What follows belongs to an exercise in optimizing a design on an open flow for a short achievable clock period and few clock cycles per item; a production flow would make more cautious choices.
In this exercise RTL edits were held to simulation tests only and were not proved equivalent to the original.
Power is estimated from default activity; no workload was simulated.

==> design/flow/design.v <==
package riscv_pipe_pkg;
    typedef logic [31:0] word_t;
    typedef logic [4:0]  reg_addr_t;
    typedef logic [2:0]  funct3_t;
    typedef enum logic [3:0] {
        ALU_ADD,
        ALU_SUB,
        ALU_SLT,
        ALU_SLTU,
        ALU_XOR,
        ALU_OR,
        ALU_AND,
        ALU_SLL,
        ALU_SRL,
        ALU_SRA
    } alu_op_t;
    typedef struct packed {
        alu_op_t alu_op;
        logic    alu_src_imm;
        logic    mem_read;
        logic    mem_write;
        logic    reg_write;
        logic    branch;
    } ctrl_t;
endpackage
`timescale 1ns/1ps
module fetch_unit (
    input  logic                  clk,
    input  logic                  rst,
    input  logic                  stall,
    input  logic                  mem_branch_taken,
    input  riscv_pipe_pkg::word_t mem_branch_target,
    output riscv_pipe_pkg::word_t pc,
    output riscv_pipe_pkg::word_t id_pc,
    output logic                  imem_read
);
    riscv_pipe_pkg::word_t next_pc;
    assign imem_read = !stall;
    always_comb begin
        if (mem_branch_taken)
            next_pc = mem_branch_target;
        else
            next_pc = pc + 32'd4;
    end
    always_ff @(posedge clk) begin
        if (rst)
            pc <= 32'h0000_0000;
        else if (!stall)
            pc <= next_pc;
    end
    always_ff @(posedge clk) begin
        if (!stall)
            id_pc <= pc;
    end
endmodule
`timescale 1ns/1ps
module register_file (
    input  logic                      clk,
    input  logic                      rst,
    input  riscv_pipe_pkg::reg_addr_t rs1,
    input  riscv_pipe_pkg::reg_addr_t rs2,
    input  logic                      wr_en,
    input  riscv_pipe_pkg::reg_addr_t wr_addr,
    input  riscv_pipe_pkg::word_t     wr_data,
    output riscv_pipe_pkg::word_t     rs1_data,
    output riscv_pipe_pkg::word_t     rs2_data
);
    riscv_pipe_pkg::word_t regs [32];
    function automatic [31:0] read_port(input [4:0] addr);
        if (addr == 5'd0)
            read_port = 32'd0;
        else if (wr_en && wr_addr == addr)
            read_port = wr_data;
        else
            read_port = regs[addr];
    endfunction
    always_ff @(posedge clk) begin
        if (rst) begin
            for (int i = 0; i < 32; i++)
                regs[i] <= '0;
            rs1_data <= '0;
            rs2_data <= '0;
        end else begin
            if (wr_en && wr_addr != '0)
                regs[wr_addr] <= wr_data;
            rs1_data <= read_port(rs1);
            rs2_data <= read_port(rs2);
        end
    end
endmodule
`timescale 1ns/1ps
module decode_unit (
    input  logic                      clk,
    input  logic                      rst,
    input  riscv_pipe_pkg::word_t     instruction,
    input  riscv_pipe_pkg::word_t     id_pc,
    input  logic                      mem_branch_taken,
    input  logic                      wb_branch_taken,
    output logic                      stall,
    output riscv_pipe_pkg::word_t     ex_instr,
    output riscv_pipe_pkg::word_t     ex_pc,
    output riscv_pipe_pkg::word_t     ex_imm,
    output riscv_pipe_pkg::ctrl_t     ex_ctrl,
    output riscv_pipe_pkg::reg_addr_t rs1,
    output riscv_pipe_pkg::reg_addr_t rs2
);
    logic [6:0] opcode;
    logic [6:0] funct7;
    riscv_pipe_pkg::funct3_t    funct3;
    riscv_pipe_pkg::ctrl_t      id_ctrl;
    riscv_pipe_pkg::word_t      id_imm;
    logic       id_valid;
    logic       bubble;
    assign opcode = instruction[6:0];
    assign funct3 = instruction[14:12];
    assign funct7 = instruction[31:25];
    assign rs1 = (opcode == 7'b0110111) ? 5'd0 : instruction[19:15];
    assign rs2 = instruction[24:20];
    always_comb begin
        id_ctrl = '0;
        case (opcode)
            7'b0110011, 7'b0010011: begin
                id_ctrl.reg_write   = 1'b1;
                id_ctrl.alu_src_imm = (opcode == 7'b0010011);
                case (funct3)
                    3'b000: id_ctrl.alu_op = (opcode == 7'b0110011 && funct7 == 7'b0100000) ?
                                              riscv_pipe_pkg::ALU_SUB : riscv_pipe_pkg::ALU_ADD;
                    3'b001:  id_ctrl.alu_op = riscv_pipe_pkg::ALU_SLL;
                    3'b010:  id_ctrl.alu_op = riscv_pipe_pkg::ALU_SLT;
                    3'b011: id_ctrl.alu_op = riscv_pipe_pkg::ALU_SLTU;
                    3'b100:  id_ctrl.alu_op = riscv_pipe_pkg::ALU_XOR;
                    3'b101:  id_ctrl.alu_op = (funct7 == 7'b0100000) ? riscv_pipe_pkg::ALU_SRA : riscv_pipe_pkg::ALU_SRL;
                    3'b110:   id_ctrl.alu_op = riscv_pipe_pkg::ALU_OR;
                    3'b111:  id_ctrl.alu_op = riscv_pipe_pkg::ALU_AND;
                endcase
            end
            7'b0000011: begin
                if (funct3 == 3'b010) begin
                    id_ctrl.alu_src_imm = 1'b1;
                    id_ctrl.mem_read    = 1'b1;
                    id_ctrl.reg_write   = 1'b1;
                end
            end
            7'b0100011: begin
                if (funct3 == 3'b010) begin
                    id_ctrl.alu_src_imm = 1'b1;
                    id_ctrl.mem_write   = 1'b1;
                end
            end
            7'b0110111: begin
                id_ctrl.alu_src_imm = 1'b1;
                id_ctrl.reg_write   = 1'b1;
            end
            7'b1100011: id_ctrl.branch = 1'b1;
            default: ;
        endcase
    end
    always_comb begin
        case (opcode)
            7'b0100011:  id_imm = {{20{instruction[31]}}, instruction[31:25],
                                   instruction[11:7]};
            7'b1100011: id_imm = {{19{instruction[31]}}, instruction[31], instruction[7],
                                   instruction[30:25], instruction[11:8], 1'b0};
            7'b0110111:    id_imm = {instruction[31:12], 12'b0};
            default:     id_imm = {{20{instruction[31]}}, instruction[31:20]};
        endcase
    end
    assign stall = ex_ctrl.mem_read && ex_instr[11:7] != '0 &&
                   (ex_instr[11:7] == rs1 || ex_instr[11:7] == rs2) && !mem_branch_taken;
    assign bubble = stall || mem_branch_taken || wb_branch_taken || !id_valid;
    always_ff @(posedge clk) begin
        if (rst) begin
            id_valid <= 1'b0;
            ex_instr <= 32'h0000_0013;
            ex_ctrl  <= '0;
        end else begin
            id_valid <= 1'b1;
            if (bubble) begin
                ex_instr <= 32'h0000_0013;
                ex_ctrl  <= '0;
            end else begin
                ex_instr <= instruction;
                ex_ctrl  <= id_ctrl;
            end
        end
    end
    always_ff @(posedge clk) begin
        ex_pc  <= id_pc;
        ex_imm <= id_imm;
    end
endmodule
`timescale 1ns/1ps
module execute_unit (
    input  logic                      clk,
    input  logic                      rst,
    input  riscv_pipe_pkg::word_t     ex_instr,
    input  riscv_pipe_pkg::word_t     ex_pc,
    input  riscv_pipe_pkg::word_t     ex_imm,
    input  riscv_pipe_pkg::ctrl_t     ex_ctrl,
    input  riscv_pipe_pkg::word_t     rs1_data,
    input  riscv_pipe_pkg::word_t     rs2_data,
    input  logic                      wb_reg_write,
    input  riscv_pipe_pkg::reg_addr_t wb_rd,
    input  riscv_pipe_pkg::word_t     wb_data,
    output riscv_pipe_pkg::word_t     data_addr,
    output riscv_pipe_pkg::word_t     write_data,
    output logic                      mem_read,
    output logic                      mem_write,
    output riscv_pipe_pkg::reg_addr_t mem_rd,
    output logic                      mem_reg_write,
    output logic                      mem_branch_taken,
    output riscv_pipe_pkg::word_t     mem_branch_target
);
    riscv_pipe_pkg::reg_addr_t ex_rs1;
    riscv_pipe_pkg::reg_addr_t ex_rs2;
    riscv_pipe_pkg::funct3_t   ex_funct3;
    riscv_pipe_pkg::word_t     fwd_a;
    riscv_pipe_pkg::word_t     fwd_b;
    riscv_pipe_pkg::word_t     alu_b;
    riscv_pipe_pkg::word_t     alu_result;
    logic      br_eq;
    logic      br_lt;
    logic      br_ltu;
    logic      br_cond;
    assign ex_rs1    = (ex_instr[6:0] == 7'b0110111) ? 5'd0 : ex_instr[19:15];
    assign ex_rs2    = ex_instr[24:20];
    assign ex_funct3 = ex_instr[14:12];
    function automatic [31:0] forward(input [4:0] src, input [31:0] reg_value);
        if (src != 5'd0 && mem_reg_write && mem_rd == src)
            forward = data_addr;
        else if (src != 5'd0 && wb_reg_write && wb_rd == src)
            forward = wb_data;
        else
            forward = reg_value;
    endfunction
    always_comb begin
        fwd_a = forward(ex_rs1, rs1_data);
        fwd_b = forward(ex_rs2, rs2_data);
    end
    assign alu_b = ex_ctrl.alu_src_imm ? ex_imm : fwd_b;
    always_comb begin
        case (ex_ctrl.alu_op)
            riscv_pipe_pkg::ALU_ADD:  alu_result = fwd_a + alu_b;
            riscv_pipe_pkg::ALU_SUB:  alu_result = fwd_a - alu_b;
            riscv_pipe_pkg::ALU_SLT:  alu_result = {31'b0, $signed(fwd_a) < $signed(alu_b)};
            riscv_pipe_pkg::ALU_SLTU: alu_result = {31'b0, fwd_a < alu_b};
            riscv_pipe_pkg::ALU_XOR:  alu_result = fwd_a ^ alu_b;
            riscv_pipe_pkg::ALU_OR:   alu_result = fwd_a | alu_b;
            riscv_pipe_pkg::ALU_AND:  alu_result = fwd_a & alu_b;
            riscv_pipe_pkg::ALU_SLL:  alu_result = fwd_a << alu_b[4:0];
            riscv_pipe_pkg::ALU_SRL:  alu_result = fwd_a >> alu_b[4:0];
            riscv_pipe_pkg::ALU_SRA:  alu_result = $signed(fwd_a) >>> alu_b[4:0];
            default:  alu_result = fwd_a + alu_b;
        endcase
    end
    assign br_eq  = (fwd_a == fwd_b);
    assign br_lt  = ($signed(fwd_a) < $signed(fwd_b));
    assign br_ltu = (fwd_a < fwd_b);
    always_comb begin
        case (ex_funct3)
            3'b000:  br_cond = br_eq;
            3'b001:  br_cond = !br_eq;
            3'b100:  br_cond = br_lt;
            3'b101:  br_cond = !br_lt;
            3'b110: br_cond = br_ltu;
            3'b111: br_cond = !br_ltu;
            default:  br_cond = 1'b0;
        endcase
    end
    always_ff @(posedge clk) begin
        if (rst || mem_branch_taken) begin
            mem_read         <= 1'b0;
            mem_write        <= 1'b0;
            mem_reg_write    <= 1'b0;
            mem_branch_taken <= 1'b0;
        end else begin
            mem_read         <= ex_ctrl.mem_read;
            mem_write        <= ex_ctrl.mem_write;
            mem_reg_write    <= ex_ctrl.reg_write;
            mem_branch_taken <= ex_ctrl.branch && br_cond;
        end
    end
    always_ff @(posedge clk) begin
        data_addr         <= alu_result;
        write_data        <= fwd_b;
        mem_rd            <= ex_instr[11:7];
        mem_branch_target <= ex_pc + ex_imm;
    end
endmodule
`timescale 1ns/1ps
module writeback_unit (
    input  logic                      clk,
    input  logic                      rst,
    input  riscv_pipe_pkg::word_t     data_addr,
    input  logic                      mem_read,
    input  riscv_pipe_pkg::reg_addr_t mem_rd,
    input  logic                      mem_reg_write,
    input  logic                      mem_branch_taken,
    input  riscv_pipe_pkg::word_t     read_data,
    output riscv_pipe_pkg::reg_addr_t wb_rd,
    output logic                      wb_reg_write,
    output riscv_pipe_pkg::word_t     wb_data,
    output logic                      wb_branch_taken
);
    riscv_pipe_pkg::word_t wb_result;
    logic  wb_load;
    always_ff @(posedge clk) begin
        if (rst) begin
            wb_reg_write    <= 1'b0;
            wb_load         <= 1'b0;
            wb_branch_taken <= 1'b0;
        end else begin
            wb_reg_write    <= mem_reg_write;
            wb_load         <= mem_read;
            wb_branch_taken <= mem_branch_taken;
        end
    end
    always_ff @(posedge clk) begin
        wb_result <= data_addr;
        wb_rd     <= mem_rd;
    end
    assign wb_data = wb_load ? read_data : wb_result;
endmodule
`timescale 1ns/1ps
module riscv_pipeline (
    input  logic                  clk,
    input  logic                  rst,
    input  riscv_pipe_pkg::word_t instruction,
    input  riscv_pipe_pkg::word_t read_data,
    output riscv_pipe_pkg::word_t pc,
    output logic                  imem_read,
    output riscv_pipe_pkg::word_t data_addr,
    output riscv_pipe_pkg::word_t write_data,
    output logic                  mem_read,
    output logic                  mem_write,
    output riscv_pipe_pkg::word_t wb_data
);
    riscv_pipe_pkg::word_t     id_pc;
    logic      stall;
    riscv_pipe_pkg::reg_addr_t rs1;
    riscv_pipe_pkg::reg_addr_t rs2;
    riscv_pipe_pkg::word_t     ex_instr;
    riscv_pipe_pkg::word_t     ex_pc;
    riscv_pipe_pkg::word_t     ex_imm;
    riscv_pipe_pkg::ctrl_t     ex_ctrl;
    riscv_pipe_pkg::word_t     rs1_data;
    riscv_pipe_pkg::word_t     rs2_data;
    riscv_pipe_pkg::reg_addr_t mem_rd;
    logic      mem_reg_write;
    logic      mem_branch_taken;
    riscv_pipe_pkg::word_t     mem_branch_target;
    riscv_pipe_pkg::reg_addr_t wb_rd;
    logic      wb_reg_write;
    logic      wb_branch_taken;
    fetch_unit fetch0 (
        .clk(clk), .rst(rst), .stall(stall),
        .mem_branch_taken(mem_branch_taken), .mem_branch_target(mem_branch_target),
        .pc(pc), .id_pc(id_pc), .imem_read(imem_read)
    );
    register_file regs0 (
        .clk(clk), .rst(rst), .rs1(rs1), .rs2(rs2),
        .wr_en(wb_reg_write), .wr_addr(wb_rd), .wr_data(wb_data),
        .rs1_data(rs1_data), .rs2_data(rs2_data)
    );
    decode_unit decode0 (
        .clk(clk), .rst(rst), .instruction(instruction), .id_pc(id_pc),
        .mem_branch_taken(mem_branch_taken), .wb_branch_taken(wb_branch_taken),
        .stall(stall), .ex_instr(ex_instr), .ex_pc(ex_pc), .ex_imm(ex_imm),
        .ex_ctrl(ex_ctrl), .rs1(rs1), .rs2(rs2)
    );
    execute_unit execute0 (
        .clk(clk), .rst(rst), .ex_instr(ex_instr), .ex_pc(ex_pc), .ex_imm(ex_imm),
        .ex_ctrl(ex_ctrl), .rs1_data(rs1_data), .rs2_data(rs2_data),
        .wb_reg_write(wb_reg_write), .wb_rd(wb_rd), .wb_data(wb_data),
        .data_addr(data_addr), .write_data(write_data),
        .mem_read(mem_read), .mem_write(mem_write),
        .mem_rd(mem_rd), .mem_reg_write(mem_reg_write),
        .mem_branch_taken(mem_branch_taken), .mem_branch_target(mem_branch_target)
    );
    writeback_unit writeback0 (
        .clk(clk), .rst(rst), .data_addr(data_addr), .mem_read(mem_read),
        .mem_rd(mem_rd), .mem_reg_write(mem_reg_write),
        .mem_branch_taken(mem_branch_taken), .read_data(read_data),
        .wb_rd(wb_rd), .wb_reg_write(wb_reg_write), .wb_data(wb_data),
        .wb_branch_taken(wb_branch_taken)
    );
endmodule
==> design/flow/run.sh <==
#!/bin/bash
# synth_recipe.tcl (not shown) runs the flow's synth.tcl, then flattens the netlist and writes it again
# the make line also repeats each setting of config.mk as NAME=value (left out here)
make -C /OpenROAD-flow-scripts/flow DESIGN_CONFIG=/design/flow/config.mk WORK_HOME=/design/flow/orfs CLKGATE_MAP_FILE= SYNTH_SCRIPT=/design/flow/synth_recipe.tcl finish
==> design/flow/config.mk <==
export PLATFORM = sky130hd
export DESIGN_NAME = riscv_pipeline
export DESIGN_NICKNAME = riscv_pipeline
export VERILOG_FILES = /design/flow/design.v
export SDC_FILE = /design/flow/constraint.sdc
export NUM_CORES = 4
export LEC_CHECK = 0
export CAP_MARGIN = 20
export CORE_MARGIN = 2
export CORE_UTILIZATION = 40
export SLEW_MARGIN = 20
==> design/flow/constraint.sdc <==
create_clock -name core_clock -period 7.0 [get_ports {clk}]
set_input_delay 1.4000 -clock core_clock [delete_from_list [all_inputs] [get_ports {clk}]]
set_output_delay 1.4000 -clock core_clock [all_outputs]
set_load 0.01 [all_outputs]
==> metrics.cfg <==
[min_path]
hold_start=fetch0.id_pc[9]$_DFFE_PN_
min_path_cells=0
hold-path-endpoint=decode0.ex_pc[9]$_DFF_P_
hp-class=reg -> reg

[global_route]
grt_pass1_vias=64600
antenna_found_initial=15
grt-ovfl-total=0
grt_usage=0.374
grt_max_degree=137
grt_pass1_wl_um=516000

[placed_design]
place_area_mm2=0.0837
port_buffers=196
dp_hpwl_um=246000
gp_congestion=1.06

[cts]
cts_buffers=159
cts_buffer_depth=3
insertion_delay_ns=0.87
root_buffer=clkbuf_16
clk_pin_slew_ns=0.06
cts-resized-gates=0
cts_max_level=4
hold_buffers=0
clock-sinks=1396
cts_tree=yes
post_cts_buffers=0

[layout]
drive_gt1_frac=0.152
multiInputGateArea_mm2=0.0365
nFillCells=17600
nNetsFinal=7732
final_util=0.462
seqCellArea_mm2=0.0385
area_growth_pct=14.9
design_area_mm2=0.0890

[worst_setup_path]
critPathArrivalTime_ns=7.19
worst-setup-path-type=reg -> reg
reg2reg_from=writeback0.wb_rd[3]$_DFF_P_
crit_fanout=16
ff2ff_path_depth=22
cp-startpoint=writeback0.wb_rd[3]$_DFF_P_
critPathRequiredTime_ns=7.74
end_kind=flop
critPathLaunchType=flop
rr_endpoint=execute0.data_addr[30]$_DFF_P_
reg2reg_slack_ns=0.55

[floorplanning]
fp.dieW_um=444
die_area_mm2=0.197
coreArea_mm2=0.192
num_io_pins=197
start_util=0.403
die_y_um=444
row_count=161

[route]
vias=67600
remaining_drc_errors=0
via_per_inst=6.65
dr.pass1.iters=9
ant_nets=0
totalWireLength_um=379000
wire_per_inst_um=37.3
initialDrtViolationCount=11300

[timing]
final-setup-viol-count=0
rsz0062_at_grt=false
slew_headroom=0.145
drv_slew=0
finalSetupTns_ns=0
clock.fmax_mhz=155
hold_violations=0
skew_ns=0.0640
finalCritPeriodShare=0.922
hold_ws_ns=0.340
tightest_slew_ns=1.28
fin_crit_ns=6.45

[logic_synthesis]
synth_common_cells=1,269 x nor2_1, 1,056 x edfxtp_1, 858 x nand2_1
synth_edf_count=1056
synth_cell_types=93
synthFlopType=edfxtp_1
yosys.cell_count.top_type=nor2_1
ys_ff_latch=1396
synthArstFlopShare=0
ys_seq_area_frac=0.497
synthTopCellsByArea=edfxtp_1 41%, mux4_2 9.4%, dfxtp_1 8.8%, nor2_1 6.2%, nand2_1 4.2%
avgSynthCellArea_um2=10.4
synthesis.instances=7429
netlist_area_mm2=0.0775
synth_warnings=5
netlist.area_leader.share=0.409
synth.largest_area_cell=edfxtp_1

[outcome]
status=complete, no violations

[power]
vdd_drop_max_mv=0.257
p_leak_nw=33.0
powerDensity_mw_per_mm2=255

[run]
max-cap-violations=0

## kinds of logic after synthesis
group | count (synthesis) | share of synthesized area
fa+ha+maj | 164 | 0.0268
other cells | 1 | 0.0000484
mux | 691 | 0.143
buf+inv | 862 | 0.0428
compound gates | 1363 | 0.121
simple gates | 2845 | 0.158
flops | 1396 | 0.497
xor+xnor | 107 | 0.0121
## state kept, by name, summed over array words and instances (netlist names), 32 cells and up
register and count:
decode0.ex_imm 32, fetch0.id_pc 32, writeback0.wb_result 32, execute0.data_addr 32, regs0.rs2_data 32, fetch0.pc 32
regs0.rs1_data 32, execute0.mem_branch_target 32, execute0.write_data 32, regs0.regs 1024, decode0.ex_pc 32
## critical path, cell delays in order (launching register included)
cell and delay [ns]:
dfxtp_1 0.64, xor2_1 0.13, nor4_1 0.41, and4_2 0.69, buf_4 0.24, o221a_2 0.19, or2_2 0.15, buf_4 0.12
buf_4 0.14, inv_1 0.07, fa_1 0.45, nor2b_1 0.30, o211ai_1 0.28, and3_1 0.28, o21ai_0 0.30, a211oi_1 0.19
o41a_1 0.47, nor3_1 0.34, o21a_1 0.26, o31ai_1 0.10, a21oi_1 0.17, o21ai_0 0.10, a211o_1 0.31
## cells in the final DEF (no fill, tap or decap), types with 26 or more instances in the layout
| master | count |
|---|---|
| a211oi_1 | 131 |
| a21o_1 | 60 |
| a21oi_1 | 150 |
| a221oi_1 | 26 |
| a22oi_1 | 33 |
| a311oi_1 | 82 |
| a31oi_1 | 191 |
| and2_1 | 43 |
| and3_1 | 88 |
| buf_4 | 352 |
| clkbuf_1 | 37 |
| clkbuf_16 | 162 |
| clkdlybuf4s50_1 | 188 |
| clkinv_1 | 34 |
| conb_1 | 32 |
| dfxtp_1 | 337 |
| edfxtp_1 | 1056 |
| ha_1 | 161 |
| inv_1 | 173 |
| mux2_2 | 75 |
| mux2i_1 | 261 |
| mux2i_4 | 32 |
| mux4_2 | 322 |
| nand2_1 | 791 |
| nand2_2 | 57 |
| nand3_1 | 232 |
| nand4_1 | 30 |
| nor2_1 | 1265 |
| nor2b_1 | 136 |
| nor3_1 | 69 |
| o211ai_1 | 100 |
| o21ai_0 | 239 |
| o221ai_1 | 46 |
| o22ai_1 | 98 |
| xnor2_1 | 85 |
## worst max-delay path by stage
stage / end / cells past startpoint
after CTS: execute0.data_addr[30]$_DFF_P_ / 22
final: execute0.data_addr[30]$_DFF_P_ / 22
after floorplan: execute0.data_addr[30]$_DFF_P_ / 23
after detailed placement: execute0.data_addr[30]$_DFF_P_ / 22
after global routing: execute0.data_addr[31]$_DFF_P_ / 20
after global placement: execute0.data_addr[30]$_DFF_P_ / 22
## through the flow
| stage | cells | setup WS [ns] | total power, mW |
|---|---|---|---|
| 3_5_place_dp | 9865 | 0.178 | 14.2 |
| 5_1_grt | 10200 | 0.324 | 23.1 |
| 2_1_floorplan | 7460 | 0.779 | 11.9 |
| 3_3_place_gp | 9865 | 0.205 | 14.2 |
| 4_1_cts | 10200 | 0.826 | 22.5 |
| 6_report | 10200 | 0.546 | 22.7 |
## area by class of cell
cell class                 count  area share
sequential                  1396       0.433
clock inverter                86     0.00989
antenna                        9    0.000253
clock buffer                 206      0.0482
timing repair buffer         563      0.0554
multi-input combinational   5202       0.410
tap                         2526      0.0355
inverter                     180     0.00760
## routing by layer
metal	vias to the layer above	wire length [um]	global-route usage
li1	27400	-	-
met1	33400	139000	0.481
met2	5597	161000	0.545
met3	1286	50200	0.115
met4	10	28400	0.243
met5	-	64	0
## where the power goes
group | leakage (nW) | switching [mW] | internal [mW]
logic | 16.7 | 3.07 | 1.45
clock network | 2.52 | 3.70 | 4.76
registers | 13.8 | 0.432 | 9.27
Testbench counts, summed over its fixed seeds: cycles 20,998, instructions 15,718.

separate check: timing with driven ports:
Ports are ideal in the flow. The routed layout listed here was re-timed in OpenROAD.
Step 1 (the two cells are an assumption about what drives the block):
set clk [get_ports {clk}]
set_driving_cell -lib_cell sky130_fd_sc_hd__clkbuf_16 $clk
set_driving_cell -lib_cell sky130_fd_sc_hd__buf_2 [delete_from_list [all_inputs] $clk]
Step 2 adds t to the input delays and takes it off the output delays; t is the mean of the earliest and latest rising clock arrival at the registers after step 1. Input paths then give back, and output paths get back, about the clock's delay inside the block.
Three values: ideal ports, drivers, drivers and shift; two values: the first two.
t, ns: 0.934
setup slack, ns: 0.546 / 0.546 / -0.054
worst setup path after step 2: input to register
clock arrival spread, ns: 0.064 / 0.064
Met with ideal ports but missed after step 2: setup timing in this run. For this run, drivers alone change the setup slack by 0.000 ns; drivers and shift together by -0.600 ns.
